Source: an optimization exercise on an open RTL-to-GDS flow (aim: small area). Production flows keep margins and buffers that such runs may drop.
Where RTL was checked, it was by simulation tests only, not by an equivalence proof against the original.

==> run a: inputs <==
// direction_to_cube_cross_texel
module direction_to_cube_cross_texel (
  input  logic               clk,
  input  logic               rst,
  input  logic               start,
  output logic               busy,
  input  logic signed [15:0] dir_x,
  input  logic signed [15:0] dir_y,
  input  logic signed [15:0] dir_z,
  input  logic               cfg_we,
  input  logic [10:0]        cfg_wdata,
  output logic               done,
  output logic               hit,
  output logic [2:0]         face,
  output logic [11:0]        texel_col,
  output logic [11:0]        texel_row,
  output logic [23:0]        texel_addr
);
Settings: LEC_CHECK=0, ABC_AREA=1, CAP_MARGIN=20, CORE_MARGIN=2, CORE_UTILIZATION=40, CTS_BUF_LIST=sky130_fd_sc_hd__clkbuf_16, CTS_CLUSTER_DIAMETER=120, CTS_CLUSTER_SIZE=24, PLACE_DENSITY=0.8, SLEW_MARGIN=20; clock period 9.0 ns.
standard.sh (not shown) runs the stock make flow with config.mk's settings and CLKGATE_MAP_FILE= SYNTH_SCRIPT=/design/flow/synth_recipe.tcl, a recipe that flattens the netlist after the stock synthesis.
==> flow/flow/run.sh <==
#!/bin/bash
# The standard layout, except that the input and output port buffers use the smallest buffer cell
# (sky130_fd_sc_hd__buf_1) instead of the one buffer_ports picks by default.
set -euo pipefail
export BUFFER_PORTS_ARGS="-buffer_cell sky130_fd_sc_hd__buf_1"
bash standard.sh finish > standard.log 2>&1
==> run b: changes against run a <==
==> flow/flow/run.sh (replaced) <==
#!/bin/bash
# The standard layout, except that the input and output port buffers use the smallest buffer cell
# (sky130_fd_sc_hd__buf_1), and after global routing ORFS's power recovery downsizes cells on
# up to 40% of the paths with positive slack.
set -euo pipefail
export BUFFER_PORTS_ARGS="-buffer_cell sky130_fd_sc_hd__buf_1"
export RECOVER_POWER=40
bash standard.sh finish > standard.log 2>&1
--- a/flow/config.mk
+++ b/flow/config.mk
@@ -14,3 +14,2 @@
 export CTS_CLUSTER_SIZE = 24
-export PLACE_DENSITY = 0.8
 export SLEW_MARGIN = 20
==> notes.md <==
Run a produced a clean layout. Run b completed and failed the layout checks on capacitance limit, slew limit.
Against run a, the routed wire length of run b is larger by about 2.5%.
Of run b and run a, run b has the higher register-to-register slack (gap 0.11 ns).
Against run a, the non-clock buffer count of run b is higher by 19.
Die area is the same in run b and run a.
In run b the final area is higher than in run a, by about 0.33%.
Sequential cell count is the same in run a and run b.
In run b the worst setup slack is better than in run a, by 0.084 ns.

* * *

==> run K <==
Starting RTL as in the previous note.
clock: 9.0 ns
lec_check: 0
abc_area: 1
cap_margin: 20
core_margin: 2
core_utilization: 40
cts_buf_list: sky130_fd_sc_hd__clkbuf_16
cts_cluster_diameter: 110
cts_cluster_size: 28
slew_margin: 20
==> flow/flow/run.sh <==
#!/bin/bash
# The standard layout, except that the input and output port buffers use the smallest buffer cell
# (sky130_fd_sc_hd__buf_1) instead of the one buffer_ports picks by default.
set -euo pipefail
export BUFFER_PORTS_ARGS="-buffer_cell sky130_fd_sc_hd__buf_1"
bash standard.sh finish > standard.log 2>&1
==> inputs of run E, as changes to run K <==
Settings changed: CTS_CLUSTER_DIAMETER 110 to 120, CTS_CLUSTER_SIZE 28 to 24, PLACE_DENSITY from default to 0.7.
==> impl_metrics.yaml <==
timing:
  fmax_mhz: 121
  slew_headroom: 0.354
critical_path:
  critPathMaxStageDelay_ns: 0.62
  reg2reg_slack_ns: 0.80
place:
  placed_cells: 8287
status:
  status: "complete, no violations"
detailed_routing:
  met3_length_mm: 9.56
  wl_met2_mm: 62.7
min_path:
  hp-start: "qr12_s4$_DFF_P_"
That was run E.
==> impl_metrics.yaml <==
status:
  status: "complete, no violations"
timing:
  slew_headroom: 0.393
  fmax_mhz: 122
detailed_routing:
  wl_met2_mm: 62.8
place:
  placed_cells: 8289
critical_path:
  reg2reg_slack_ns: 0.84
  critPathMaxStageDelay_ns: 0.52
min_path:
  hp-start: "qr10_s4$_DFF_P_"
That was run K.

* * *

==> inputs of pepper <==
direction_to_cube_cross_texel, a different RTL version from the one above (not shown whole).
Settings: LEC_CHECK=0, ABC_AREA=1, CAP_MARGIN=20, CORE_MARGIN=2, CORE_UTILIZATION=65, PLACE_DENSITY=0.75, SLEW_MARGIN=20; clock period 9.0 ns.
run.sh (not shown) runs the stock make flow with config.mk's settings and CLKGATE_MAP_FILE= SYNTH_SCRIPT=/design/flow/synth_recipe.tcl, a recipe that flattens the netlist after the stock synthesis.
Stock flow here: none of the scripts above is used.
==> raven (differences from pepper) <==
- CORE_UTILIZATION: 65 -> 40
- PLACE_DENSITY: 0.75 -> default
==> flow_metrics.py <==
metrics = {
    "status": {
        "status": "no timing/DRC/antenna violations",
    },
    "final_layout": {
        "sh_seq_area": 0.1503,
        "finish.utilization": 0.4363,
    },
    "placement": {
        "dpl.cell_count": 8175,
    },
    "timing": {
        "whs_ps": 295.9,
    },
}
-- figures above: raven

==> flow_metrics.py <==
metrics = {
    "placement": {
        "dpl.cell_count": 7592,
        "routabilityCongestion": 0.9725,
    },
    "die": {
        "die_y_microns": 268.4,
    },
    "status": {
        "status": "no timing/DRC/antenna violations",
    },
    "final_layout": {
        "sh_seq_area": 0.1526,
    },
    "timing": {
        "whs_ps": 314.2,
    },
}
-- figures above: pepper


* * *

==> build 87 <==
Another version of the RTL of direction_to_cube_cross_texel (not shown whole).
export LEC_CHECK = 0
export ABC_AREA = 1
export CAP_MARGIN = 20
export CORE_MARGIN = 2
export CORE_UTILIZATION = 40
export CTS_BUF_LIST = sky130_fd_sc_hd__clkbuf_16
export CTS_CLUSTER_DIAMETER = 120
export CTS_CLUSTER_SIZE = 24
export SLEW_MARGIN = 20
create_clock -name core_clock -period 9.0 [get_ports {clk}]
standard.sh (not shown) runs the stock make flow with config.mk's settings and CLKGATE_MAP_FILE= SYNTH_SCRIPT=/design/flow/synth_recipe.tcl, a recipe that flattens the netlist after the stock synthesis.
Scripts as last shown in full above: flow/flow/run.sh
==> inputs of trial 13, as changes to build 87 <==
--- a/flow/design.v
+++ b/flow/design.v
@@ -30,28 +30,22 @@
   endfunction
   function automatic logic gev(input logic [15:0] a, input logic [15:0] b);
     logic c;
     c = 1'b1;
     for (int i = 0; i < 16; i++) c = (a[i] & ~b[i]) | (c & (a[i] | ~b[i]));
     gev = c;
   endfunction
-  function automatic logic gevn(input logic [15:0] a, input logic [15:0] nm);
-    logic c;
-    c = 1'b1;
-    for (int i = 0; i < 16; i++) c = (a[i] & nm[i]) | (c & (a[i] | nm[i]));
-    gevn = c;
-  endfunction
-  function automatic logic [15:0] divrow(input logic [15:0] a, input logic [15:0] nm);
+  function automatic logic [15:0] divrow(input logic [15:0] a, input logic [15:0] m);
     logic [15:0] d;
     logic c;
     logic [14:0] n;
     c = 1'b1;
     for (int i = 0; i < 16; i++) begin
-      d[i] = nm[i] ^ c;
-      c = (a[i] & nm[i]) | (c & (a[i] | nm[i]));
+      d[i] = ~m[i] ^ c;
+      c = (a[i] & ~m[i]) | (c & (a[i] | ~m[i]));
     end
     for (int i = 0; i < 15; i++) n[i] = a[i] ^ (c & d[i]);
     divrow = {c, n};
   endfunction
   function automatic logic [16:0] decv(input logic [15:0] v);
     logic [16:0] r;
     logic b;
@@ -140,15 +134,15 @@
       3'd4: begin m0 = ax; ac0 = wdz; ar0 = wy;  eqc = eqxz; eqr = eqxy; ngc = ~dz1[16]; ngr = sy;       end
       3'd5: begin m0 = az; ac0 = wx;  ar0 = wy;  eqc = eqxz; eqr = eqyz; ngc = sx;       ngr = sy;       end
       default: begin m0 = 16'd1; ac0 = 15'd0; ar0 = 15'd0; eqc = 1'b0; eqr = 1'b0; ngc = 1'b0; ngr = 1'b0; end
     endcase
   end
   logic [0:0] v_s0; assign v_s0 = start;
   logic [2:0] face_s0; assign face_s0 = fsel;
-  logic [15:0] m_s0; assign m_s0 = ~m0;
+  logic [15:0] m_s0; assign m_s0 = m0;
   logic [14:0] rc_s0; assign rc_s0 = eqc ? 15'd0 : ac0[14:0];
   logic [14:0] rr_s0; assign rr_s0 = eqr ? 15'd0 : ar0[14:0];
   logic [0:0] ngc_s0; assign ngc_s0 = ngc;
   logic [0:0] ngr_s0; assign ngr_s0 = ngr;
   logic [0:0] eqc_s0; assign eqc_s0 = eqc;
   logic [0:0] eqr_s0; assign eqr_s0 = eqr;
   logic [0:0] v_s1;
@@ -428,17 +422,17 @@
   logic [0:0] qc14_s4; assign qc14_s4 = drc14[15];
   logic ijr14; assign ijr14 = ngr_s4 & ~eqr_s4;
   logic [15:0] drr14; assign drr14 = divrow({rr_s4_1, ijr14}, m_s4);
   logic [0:0] qr14_s4; assign qr14_s4 = drr14[15];
   logic [14:0] rc_s4_2; assign rc_s4_2 = drc14[14:0];
   logic [14:0] rr_s4_2; assign rr_s4_2 = drr14[14:0];
   logic ijc15; assign ijc15 = ngc_s4 & ~eqc_s4;
-  logic [0:0] qc15_s4; assign qc15_s4 = gevn({rc_s4_2, ijc15}, m_s4);
+  logic [0:0] qc15_s4; assign qc15_s4 = gev({rc_s4_2, ijc15}, m_s4);
   logic ijr15; assign ijr15 = ngr_s4 & ~eqr_s4;
-  logic [0:0] qr15_s4; assign qr15_s4 = gevn({rr_s4_2, ijr15}, m_s4);
+  logic [0:0] qr15_s4; assign qr15_s4 = gev({rr_s4_2, ijr15}, m_s4);
   logic [0:0] v_s5;
   always_ff @(posedge clk) v_s5 <= rst ? 1'b0 : v_s4;
   logic [2:0] face_s5;
   always_ff @(posedge clk) face_s5 <= face_s4;
   logic [0:0] ngc_s5;
   always_ff @(posedge clk) ngc_s5 <= ngc_s4;
   logic [0:0] ngr_s5;
==> flow/flow/run.sh (replaced) <==
#!/bin/bash
# The standard layout, with two area settings: the port buffers use the smallest buffer cell, and
# after global routing cells on paths with positive slack are downsized (ORFS's power recovery).
set -euo pipefail
export BUFFER_PORTS_ARGS="-buffer_cell sky130_fd_sc_hd__buf_1"
export RECOVER_POWER=100
bash standard.sh finish > standard.log 2>&1
- CTS_BUF_LIST: sky130_fd_sc_hd__clkbuf_16 -> not set
- CTS_CLUSTER_DIAMETER: 120 -> not set
- CTS_CLUSTER_SIZE: 24 -> not set
==> notes.md <==
Between build 87 and trial 13, the lower synthesized area is in trial 13 (gap 1.3%, measured against trial 13). Trial 13 ran to the end with violations: max-capacitance violations, max-slew violations. Build 87 passed the timing, design-rule and antenna checks. In synthesized cell count, trial 13 and build 87 hardly differ. Between build 87 and trial 13, the lower first-iteration DRC count is in build 87 (gap about 2.4%, measured against trial 13). Against build 87, the via count of trial 13 is higher by 0.68%. Flip-flop and latch count is the same in build 87 and trial 13. Against trial 13, the routed wire length of build 87 is smaller by 1.9%. Against trial 13, the register-to-register slack of build 87 is better by 0.04 ns. Against trial 13, the global-route usage of build 87 is lower by 0.79 points. Against build 87, the sequential share of layout area of trial 13 is lower by 0.17 points. Against trial 13, the hold slack of build 87 is better by 0.0019 ns. Clock-buffer cell count: build 87 is lower than trial 13 (25).
No functional check of the RTL was part of build 87.

* * *

==> sierra: inputs <==
RTL: one of the versions met above, not the one the previous note started from.
clock: 9.0 ns
lec_check: 0
abc_area: 1
cap_margin: 20
core_margin: 2
core_utilization: 40
cts_buf_list: sky130_fd_sc_hd__clkbuf_16
cts_cluster_diameter: 120
cts_cluster_size: 24
slew_margin: 20
run.sh (not shown) runs the stock make flow with config.mk's settings and CLKGATE_MAP_FILE= SYNTH_SCRIPT=/design/flow/synth_recipe.tcl, a recipe that flattens the netlist after the stock synthesis.
Stock flow here: none of the scripts above is used.
==> indigo (differences from sierra) <==
==> flow/flow/run.sh (new file) <==
#!/bin/bash
# The standard layout, except that the input and output port buffers use the smallest buffer cell
# (sky130_fd_sc_hd__buf_1) instead of the one buffer_ports picks by default.
set -euo pipefail
export BUFFER_PORTS_ARGS="-buffer_cell sky130_fd_sc_hd__buf_1"
bash standard.sh finish > standard.log 2>&1
==> flow/standard.sh (new file) <==
#!/bin/bash
# synth_recipe.tcl (not shown) runs the flow's synth.tcl, then flattens the netlist and writes it again
# the make line also repeats each setting of config.mk as NAME=value (left out here)
make -C /OpenROAD-flow-scripts/flow DESIGN_CONFIG=/design/flow/config.mk WORK_HOME=/design/flow/orfs CLKGATE_MAP_FILE= SYNTH_SCRIPT=/design/flow/synth_recipe.tcl "${@:-finish}"
- CAP_MARGIN: 20 -> 0
- SLEW_MARGIN: 20 -> 0
removed: flow/run.sh
==> delta (differences from sierra) <==
==> flow/flow/run.sh (new file) <==
#!/bin/bash
# The standard layout, except that the input and output port buffers use the smallest buffer cell
# (sky130_fd_sc_hd__buf_1) instead of the one buffer_ports picks by default.
set -euo pipefail
export BUFFER_PORTS_ARGS="-buffer_cell sky130_fd_sc_hd__buf_1"
bash standard.sh finish > standard.log 2>&1
==> flow/standard.sh (new file) <==
#!/bin/bash
# synth_recipe.tcl (not shown) runs the flow's synth.tcl, then flattens the netlist and writes it again
# the make line also repeats each setting of config.mk as NAME=value (left out here)
make -C /OpenROAD-flow-scripts/flow DESIGN_CONFIG=/design/flow/config.mk WORK_HOME=/design/flow/orfs CLKGATE_MAP_FILE= SYNTH_SCRIPT=/design/flow/synth_recipe.tcl "${@:-finish}"
- GPL_TIMING_DRIVEN: not set -> 0
removed: flow/run.sh
==> tundra (differences from sierra) <==
- CTS_BUF_LIST: sky130_fd_sc_hd__clkbuf_16 -> not set
- CTS_CLUSTER_DIAMETER: 120 -> not set
- CTS_CLUSTER_SIZE: 24 -> not set
==> summary.md <==
| Metric | Value |
|---|---|
| Status | `finished clean` |
| Signal buffers share of area | `0.0465` |
| CTS HTree Levels | `2` |
| Worst R2R Setup Slack | `0.66 ns` |
| Layout Nets | `7,296` |
| Sequential cell area share | `0.148` |
the above is filed under tundra

==> summary.md <==
| Metric | Value |
|---|---|
| Status | `finished clean` |
| Signal buffers share of area | `0.0478` |
| Slowest stage delay, CP | `0.64 ns` |
| Layout Nets | `7,270` |
| Worst R2R Setup Slack | `0.66 ns` |
| Sequential cell area share | `0.151` |
the above is filed under sierra

==> summary.md <==
| Metric | Value |
|---|---|
| Sequential cell area share | `0.154` |
| WL/cell | `16.2 µm` |
| Layout Nets | `7,260` |
| CTS HTree Levels | `1` |
| Status | `finished clean` |
| Signal buffers share of area | `0.0315` |
the above is filed under indigo

==> summary.md <==
| Metric | Value |
|---|---|
| Worst R2R Setup Slack | `0.69 ns` |
| Status | `finished clean` |
| Sequential cell area share | `0.151` |
| CTS HTree Levels | `1` |
| Post-synthesis xor/xnor area fraction | `0.113` |
| Simple-gate area share of the yosys netlist | `0.347` |
the above is filed under delta

## what the ideal ports hide
How much do the figures lean on ideal ports? The routed layouts below were timed once more, with nothing changed but the port constraints.
Step 1 assumes that a clkbuf_16 drives the clock port and a buf_2 every other input.
Step 2 adds t to the input delays and takes it off the output delays; t is the mean of the earliest and latest rising clock arrival at the registers after step 1. Input paths then give back, and output paths get back, about the clock's delay inside the block.
a / b / c = ideal ports / drivers / drivers and shift; a / b = the first two.
| run | t, ns | setup slack, ns | worst slew at a driven data input, ns |
|---|---|---|---|
| run a | 0.651 | 0.699 / 0.683 / 0.586 | 0.04 |
| run b | 0.635 | 0.783 / 0.717 / 0.593 | 0.04 |
| run K | 0.655 | 0.776 / 0.708 / 0.632 | 0.04 |
| run E | 0.647 | 0.769 / 0.693 / 0.650 | 0.04 |
| pepper | 0.657 | 0.722 / 0.652 / 0.349 | 0.05 |
| raven | 0.660 | 0.618 / 0.555 / 0.698 | 0.04 |
| build 87 | 0.653 | 0.755 / 0.680 / 0.588 | 0.05 |
| trial 13 | 0.652 | 0.481 / 0.522 / -0.130 | 0.04 |
| sierra | 0.655 | 0.542 / 0.467 / 0.446 | 0.05 |
| indigo | 0.636 | 0.802 / 0.736 / 0.601 | 0.04 |
| delta | 0.658 | 0.380 / 0.415 / -0.243 | 0.05 |
| tundra | 0.679 | 0.541 / 0.467 / 0.442 | 0.05 |
For delta, which loses most, drivers alone change the setup slack by +0.035 ns; drivers and shift together by -0.623 ns.
